Source: an optimization exercise on an open RTL-to-GDS flow (aim: small area). Production flows keep margins and buffers that such runs may drop.
Only simulation tests tie the RTL to the original design; equivalence was not proved.
No activity file was given, so power comes from the tool's default toggle rates.

[flow/config.mk]
export PLATFORM = sky130hd
export DESIGN_NAME = results_accel
export DESIGN_NICKNAME = results_accel
export VERILOG_FILES = /design/flow/design.v
export SDC_FILE = /design/flow/constraint.sdc
export NUM_CORES = 4
export LEC_CHECK = 0
export CAP_MARGIN = 20
export CORE_MARGIN = 2
export CORE_UTILIZATION = 40
export SLEW_MARGIN = 20
[flow/constraint.sdc]
create_clock -name core_clock -period 10.0 [get_ports {clk}]
set_input_delay 2.0000 -clock core_clock [delete_from_list [all_inputs] [get_ports {clk}]]
set_output_delay 2.0000 -clock core_clock [all_outputs]
set_load 0.01 [all_outputs]
[flow/design.v]
`timescale 1ns/1ps
`default_nettype none
module results_accel (
    input  wire        clk,
    input  wire        rst,
    input  wire        i_lane0_valid,
    input  wire [31:0] i_lane0_query_id,
    input  wire [31:0] i_lane0_ref_id,
    input  wire [31:0] i_lane0_min_val,
    input  wire [31:0] i_lane0_position,
    input  wire        i_lane1_valid,
    input  wire [31:0] i_lane1_query_id,
    input  wire [31:0] i_lane1_ref_id,
    input  wire [31:0] i_lane1_min_val,
    input  wire [31:0] i_lane1_position,
    input  wire [31:0] i_seg_target0,
    input  wire [31:0] i_seg_target1,
    input  wire        i_tx_results,
    output wire        o_query_next,
    output wire        o_tvalid,
    input  wire        i_tready,
    output wire [31:0] o_tdata,
    output wire        o_tlast
);
    logic [127:0] rec0, rec1;
    assign rec0 = {i_lane0_query_id, i_lane0_ref_id, i_lane0_min_val, i_lane0_position};
    assign rec1 = {i_lane1_query_id, i_lane1_ref_id, i_lane1_min_val, i_lane1_position};
    logic [2:0]  slot0, slot1;
    logic [15:0] seg0, seg1;
    logic        batch_done;
    logic        end0, end1;
    assign batch_done   = (seg0 == i_seg_target0[15:0]) && (seg1 == i_seg_target1[15:0]);
    assign o_query_next = batch_done;
    assign end0 = i_lane0_valid && (slot0 == 3'd7);
    assign end1 = i_lane1_valid && (slot1 == 3'd7);
    always_ff @(posedge clk) begin
        if (rst) begin
            slot0 <= '0;
            slot1 <= '0;
            seg0  <= '0;
            seg1  <= '0;
        end else begin
            if (i_lane0_valid) slot0 <= slot0 + 1'b1;
            if (i_lane1_valid) slot1 <= slot1 + 1'b1;
            if (batch_done)    seg0 <= {15'd0, end0};
            else if (end0)     seg0 <= seg0 + 1'b1;
            if (batch_done)    seg1 <= {15'd0, end1};
            else if (end1)     seg1 <= seg1 + 1'b1;
        end
    end
    logic [1023:0] best;
    logic [7:0]    has;       
    logic [7:0]    from0;     
    logic [31:0]   cur0, cur1;
    logic          lt0, lt1, le1, l0_lt_l1;
    logic [7:0] at0, at1;
    always_comb begin
        cur0 = '0;
        cur1 = '0;
        for (int s = 0; s < 8; s++) begin
            at0[s] = (slot0 == 3'(s));
            at1[s] = (slot1 == 3'(s));
            cur0 = cur0 | ({32{at0[s]}} & best[s*128 + 32 +: 32]);
            cur1 = cur1 | ({32{at1[s]}} & best[s*128 + 32 +: 32]);
        end
    end
    assign lt0      = i_lane0_min_val < cur0;
    assign lt1      = i_lane1_min_val < cur1;
    assign le1      = i_lane1_min_val <= cur1;
    assign l0_lt_l1 = i_lane0_min_val < i_lane1_min_val;
    logic [7:0] we, sel1;
    always_comb begin
        for (int s = 0; s < 8; s++) begin
            logic w0, w1, h, beat0, beat1;
            w0    = i_lane0_valid && (slot0 == 3'(s));
            w1    = i_lane1_valid && (slot1 == 3'(s));
            h     = has[s] && !batch_done;
            beat0 = !h || lt0;
            beat1 = !h || (from0[s] ? le1 : lt1);
            sel1[s] = w1 && !(w0 && l0_lt_l1);
            we[s]   = sel1[s] ? beat1 : (w0 && beat0);
        end
    end
    logic [7:0] take0, take1, keep;
    assign take0 = we & ~sel1;
    assign take1 = we & sel1;
    assign keep  = ~we;
    always_ff @(posedge clk) begin
        for (int s = 0; s < 8; s++) begin
            best[s*128 +: 128] <= ({128{keep[s]}}  & best[s*128 +: 128]) |
                                  ({128{take0[s]}} & rec0) |
                                  ({128{take1[s]}} & rec1);
        end
    end
    always_ff @(posedge clk) begin
        if (rst) begin
            has   <= '0;
            from0 <= '0;
        end else begin
            for (int s = 0; s < 8; s++) begin
                has[s] <= (has[s] && !batch_done) || we[s];
                if (we[s]) from0[s] <= !sel1[s];
            end
        end
    end
    logic [31:0] snap [32];
    logic [31:0] beat_of [32];
    logic        cap, shift, hold;
    logic        push, pop;
    always_comb begin
        for (int k = 0; k < 32; k++) begin
            beat_of[k] = best[(k/4)*128 + (3 - k%4)*32 +: 32];
        end
    end
    assign cap   = batch_done;
    assign shift = pop && !batch_done;
    assign hold  = !pop && !batch_done;
    always_ff @(posedge clk) begin
        for (int k = 0; k < 32; k++) begin
            snap[k] <= ({32{cap}} & beat_of[k]) | ({32{shift}} & snap[(k+1)%32]) | ({32{hold}} & snap[k]);
        end
    end
    logic result_ready, tx_req, tx_start, fire;
    logic sending;
    logic [4:0] wr_idx, rd_idx, fill;
    assign fire = result_ready && tx_req;
    assign fill     = wr_idx - rd_idx;
    assign push     = sending && !fill[2];
    assign o_tvalid = (wr_idx != rd_idx);
    assign pop      = o_tvalid && i_tready;
    always_ff @(posedge clk) begin
        if (rst) begin
            result_ready <= 1'b0;
            tx_req       <= 1'b0;
            tx_start     <= 1'b0;
            sending      <= 1'b0;
            wr_idx       <= '0;
            rd_idx       <= '0;
        end else begin
            result_ready <= (result_ready && !fire) || batch_done;
            tx_req       <= (tx_req && !fire) || i_tx_results;
            tx_start     <= fire;
            if (tx_start) sending <= 1'b1;
            if (push) begin
                wr_idx <= wr_idx + 1'b1;
                if (wr_idx == 5'd31) sending <= 1'b0;
            end
            if (pop) rd_idx <= rd_idx + 1'b1;
        end
    end
    assign o_tdata = snap[0];
    assign o_tlast = (rd_idx == 5'd31);
endmodule
`default_nettype wire
[flow/flow/run.sh]
#!/bin/bash
# Own layout flow: the standard flow (standard.sh), with
#  - synthesis mapping the logic with area-oriented ABC scripts, one for the
#    snapshot's input logic and one for the rest (registers are mapped by
#    dfflibmap before ABC runs, so they are the standard synthesis's),
#  - a clock tree of larger sink clusters without dummy loads, small port buffers,
#  - no timing repair at floorplan (the design has ample slack; wire-free
#    estimates there only upsize cells).
# Each tool's output goes to the ORFS logs under orfs/logs; the make output
# goes to standard.log in the work folder.
set -euo pipefail
W=$(pwd)
F=$W/flow

# Synthesis script: the standard flow's, with abc replaced by abc_split.tcl's
export OWN_FLOW_DIR=$F
{
  head -n 1 synth_recipe.tcl
  echo "source $F/abc_split.tcl"
  tail -n +2 synth_recipe.tcl
} > flow_synth.tcl
sed "s|$W/synth_recipe.tcl|$W/flow_synth.tcl|" standard.sh > flow_standard.sh
grep -q flow_synth.tcl flow_standard.sh

export CTS_ARGS="-sink_clustering_enable -repair_clock_nets -dont_use_dummy_load -sink_clustering_size 25 -sink_clustering_max_diameter 100"
# Port buffers: the smallest buffer (repair_design sizes up where a net needs it)
export BUFFER_PORTS_ARGS="-buffer_cell sky130_fd_sc_hd__buf_1"
export REMOVE_ABC_BUFFERS=1

bash flow_standard.sh > standard.log 2>&1
[flow/flow/abc_area.script]
strash
dch
map -a
topo
[flow/flow/abc_snap.script]
&get -n
&st
&dch
&nf -p -R 1000 -C 32 -F 8
&put
[flow/flow/abc_split.tcl]
# Sourced by the flow's synthesis script: replaces Yosys's abc command so the
# logic feeding the snapshot registers is mapped with abc_snap.script and the
# rest with abc_area.script. Both only map the combinational logic; the
# registers were mapped before abc runs.
proc abc {args} {
  set i [lsearch $args -script]
  set snap_args $args
  lset snap_args [expr {$i + 1}] $::env(OWN_FLOW_DIR)/abc_snap.script
  set rest_args $args
  lset rest_args [expr {$i + 1}] $::env(OWN_FLOW_DIR)/abc_area.script
  yosys select -set snap_d c:\\snap* %ci1:+\[D\] c:\\snap* %d
  yosys select -set snap_cone @snap_d %ci*:-sky130_fd_sc_hd__dfxtp_1\[D,CLK\]
  yosys abc {*}$snap_args @snap_cone
  yosys abc {*}$rest_args
}
[flow/standard.sh]
#!/bin/bash
# synth_recipe.tcl (not shown) runs the flow's synth.tcl, then flattens the netlist and writes it again
# the make line also repeats each setting of config.mk as NAME=value (left out here)
make -C /OpenROAD-flow-scripts/flow DESIGN_CONFIG=/design/flow/config.mk WORK_HOME=/design/flow/orfs CLKGATE_MAP_FILE= SYNTH_SCRIPT=/design/flow/synth_recipe.tcl "${@:-finish}"
==> metrics.cfg <==
[status]
outcome = finished clean

[global_routing]
use_met2_pct = 44.6
grt_util_all_layers_pct = 28.7
antenna_found_initial = 27
busiest_layer = met2
use_met1_pct = 37.6
grt_pass1_vias = 66883
use_met3_pct = 5.33
grt_overflow_total = 0
grt_pass1_wl_um = 437000
grt_start_max_net_pins = 215

[worst_setup_path]
startpoint = slot1[0]$_SDFFE_PP0P_
crit_chain = clkinv_1 > ha_1 > clkinv_1 > nor2_1 > clkinv_1 > buf_4 > o211ai_1 > a221oi_1 > o21ai_0 > a221oi_1 > ha_1 > nand2_1 > nor2_1 > a211oi_1 > o221ai_1 > a221oi_1 > buf_2 > a311oi_1 > nor2_1 > a31oi_4 > buf_4 > buf_4 > nand2_1 > o221ai_1
required_ns = 10.59
r2r_cells = 24
worstSetupStartpointType = flip-flop
critPathMaxFanout = 56
r2r_start = slot1[0]$_SDFFE_PP0P_
cp.arrival_ns = 8.51
cp-end-kind = flip-flop
cpMaxStageDelayCell = a221oi_1
cpLargestDelayFamily = compound AO/OA/AOI/OAI gates
r2r-end = best[701]$_DFF_P_
r2r_setup_slack_ns = 2.08
max_stage_delay_ns = 0.81
critical_path_buf_inv_count = 7
path_class = flip-flop to flip-flop

[floorplan]
die_y_um = 443
rows = 161
dieArea_um2 = 196000
die_x_um = 443
core_um2 = 192000
start_util_pct = 40.2
io_pins = 361

[cts]
cts_buffers = 97
cts.sinks = 2116
clockBufferDepth = 3
path_clk_slew_ns = 0.10
cts-resized-gates = 0
h-tree-depth = 3
cts-root-buf = clkbuf_16
hold_buffers = 0
cts_setup_buffers = 0
cts_tree = yes
clk_latency_ns = 0.81

[worst_hold_path]
holdPathEnd = snap[17][15]$_DFF_P_
min_from = snap[18][15]$_DFF_P_
hp-class = flip-flop to flip-flop
whs_path_depth = 2

[power]
p_per_area_nw_per_um2 = 242
irDropWorstVdd_v = 0.000257
p_leak_nw = 31.0

[synthesis]
synth_area_leaders = dfxtp_1, a222oi_1, o221ai_1, clkinv_1, nand2_1
ys_seq_area_share_pct = 54.9
postSynthAreaPerCell_um2 = 10.1
synth_edf_count = 0
synth_top_flop_cell = dfxtp_1
syn_inst = 7612
yosysTopAreaCell = dfxtp_1
ys_types = 32
ys_async_sr_fraction_pct = 0
ys_ff_latch = 2116
ys_warn_count = 3
netlist_area_um2 = 77200
netlist.area_leader.share_pct = 54.9

[drt]
drtPass1Iterations = 13
drcViolationCount = 0
drtIter0Drc = 13591
routed_wl_um = 298000
route.antenna.remaining_nets = 0
avgViaCountPerCell = 6.65
wl_per_cell_um = 27.8
dr_total_vias = 71133

[timing]
finalHoldViolCount = 0
tightest_slew_ns = 1.21
tns_ns = 0
period_minus_slack_ns = 7.92
slew_headroom_pct = 19.4
setup_viol_count_final = 0
slew_viol_final = 0
max_freq_ghz = 0.126
min_period_over_period_pct = 79.2
rsz0062_at_grt = false
worst_slack_ns = 2.08
skew_ns = 0.107

[layout]
fill_cells = 18484
drive_above_1_share_pct = 3.17
syn2layout_area_growth_pct = 10.7
nNetsFinal = 8588

[placed_design]
preCtsSetupSlack_ns = 2.57
dp_hpwl_um = 175000
finalWeightedCongestion = 0.961
port_buffers = 328

[run]
maxCapViolations = 0

## worst max-delay path by stage
stage	endpoint	slack [ns]	cells past startpoint
after floorplan	snap[0][0]$_DFF_P_	-282.53	7
after global placement	best[708]$_DFF_P_	2.52	23
after detailed placement	best[821]$_DFF_P_	2.57	22
after CTS	best[992]$_DFF_P_	2.54	22
after global routing	best[701]$_DFF_P_	1.91	24
final	best[701]$_DFF_P_	2.08	24
## report_power, final
part           leakage (nW)  total, mW  internal [mW]  switching [mW]
combinational          12.4       4.91           1.54            3.37
clock                  1.20       4.40           1.74            2.67
sequential             17.4       11.3           10.0            1.30
total                  31.0       20.6           13.3            7.34
## sequential cells by signal (all words and copies together), names as in the netlist, 5 cells and up
signal  cells
rd_idx      5
has         8
from0       8
wr_idx      5
seg1       16
snap     1024
best     1024
seg0       16
## worst min-delay path, stage by stage (launching register included)
cell and delay (ns):
dfxtp_1 0.34, a222oi_1 0.07, clkinv_1 0.05
## cells by family after synthesis
group                    share of synthesized area [%]
AO/OA/AOI/OAI                                     28.7
flip-flops                                        54.9
buffers and inverters                             7.09
AND/OR/NAND/NOR                                   7.08
adder cells (fa/ha/maj)                           1.85
XOR/XNOR                                         0.397
## final cells by class
cell class                 count  area [um^2]  area share (%)
antenna                       21         52.6          0.0615
timing repair buffer         437         2270            2.66
tap                         2526         3160            3.70
sequential                  2116        42400            49.6
clock buffer                  97         2430            2.84
multi-input combinational   4038        29700            34.7
inverter                    1458         5510            6.45
## cells in the mapped netlist (30+ instances only)
cell type / number
a21oi_1: 125
nand3_1: 32
a222oi_1: 1024
ha_1: 114
o221ai_1: 1046
clkinv_1: 1458
xor2_1: 35
a221oi_1: 94
nand2_1: 1190
nor2_1: 103
dfxtp_1: 2116
nor3_1: 30
o21ai_0: 86
## metrics by stage
step	hold slack [ns]	cell area, um^2	instances	util, %	power (mW)
after floorplan	0.416	77200	7612	-	14.4
after global placement	0.424	82900	10571	43.1	16.0
after detailed placement	0.438	83000	10574	43.2	16.2
after CTS	0.426	85400	10671	44.4	20.5
after global routing	0.452	85400	10686	44.5	21.5
final	0.427	85400	10693	44.5	20.6
## metal layers
layer	vias to the layer above	part of all wire [%]
li1	31022	-
met1	35197	40
met2	4148	44
met3	762	9.9
met4	4	6.1
met5	-	0.0091
## cells in the final DEF (no fill, tap or decap), drive strengths merged, types with 97 or more instances in the layout
cell type | synthesis | final
a21oi | 125 | 125
a222oi | 1024 | 1024
buf | 0 | 437
clkbuf | 0 | 97
clkinv | 1458 | 1450
dfxtp | 2116 | 2116
ha | 114 | 114
nand2 | 1190 | 1190
nor2 | 103 | 103
o221ai | 1046 | 1046

afterwards: timing with drivers on the ports:
No port has a modelled driver above. Below, the same layout with a new extraction and two added sets of constraints. Step 1 sets driving cells, clkbuf_16 on the clock port and buf_2 on the other inputs (assumed; they add their load-dependent delay and slew). Step 2 moves the port delays by t, midway between the first and last clock arrival at a register: inputs arrive t later, outputs are due t later. That takes back most of the time a late clock gives input paths. Three values: ideal ports, drivers, drivers and shift; two values: the first two.
shift t [ns]: 0.841
setup WS [ns]: 2.081 / 2.081 / 2.081
hold slack, ns: 0.427 / 0.427 / 0.427
worst setup path after step 2: register to register
cell pins on the clock port's net: 1
After both steps this run still meets setup and hold. The setup slack of this run moves by 0.000 ns with the drivers and by 0.000 ns with both steps.
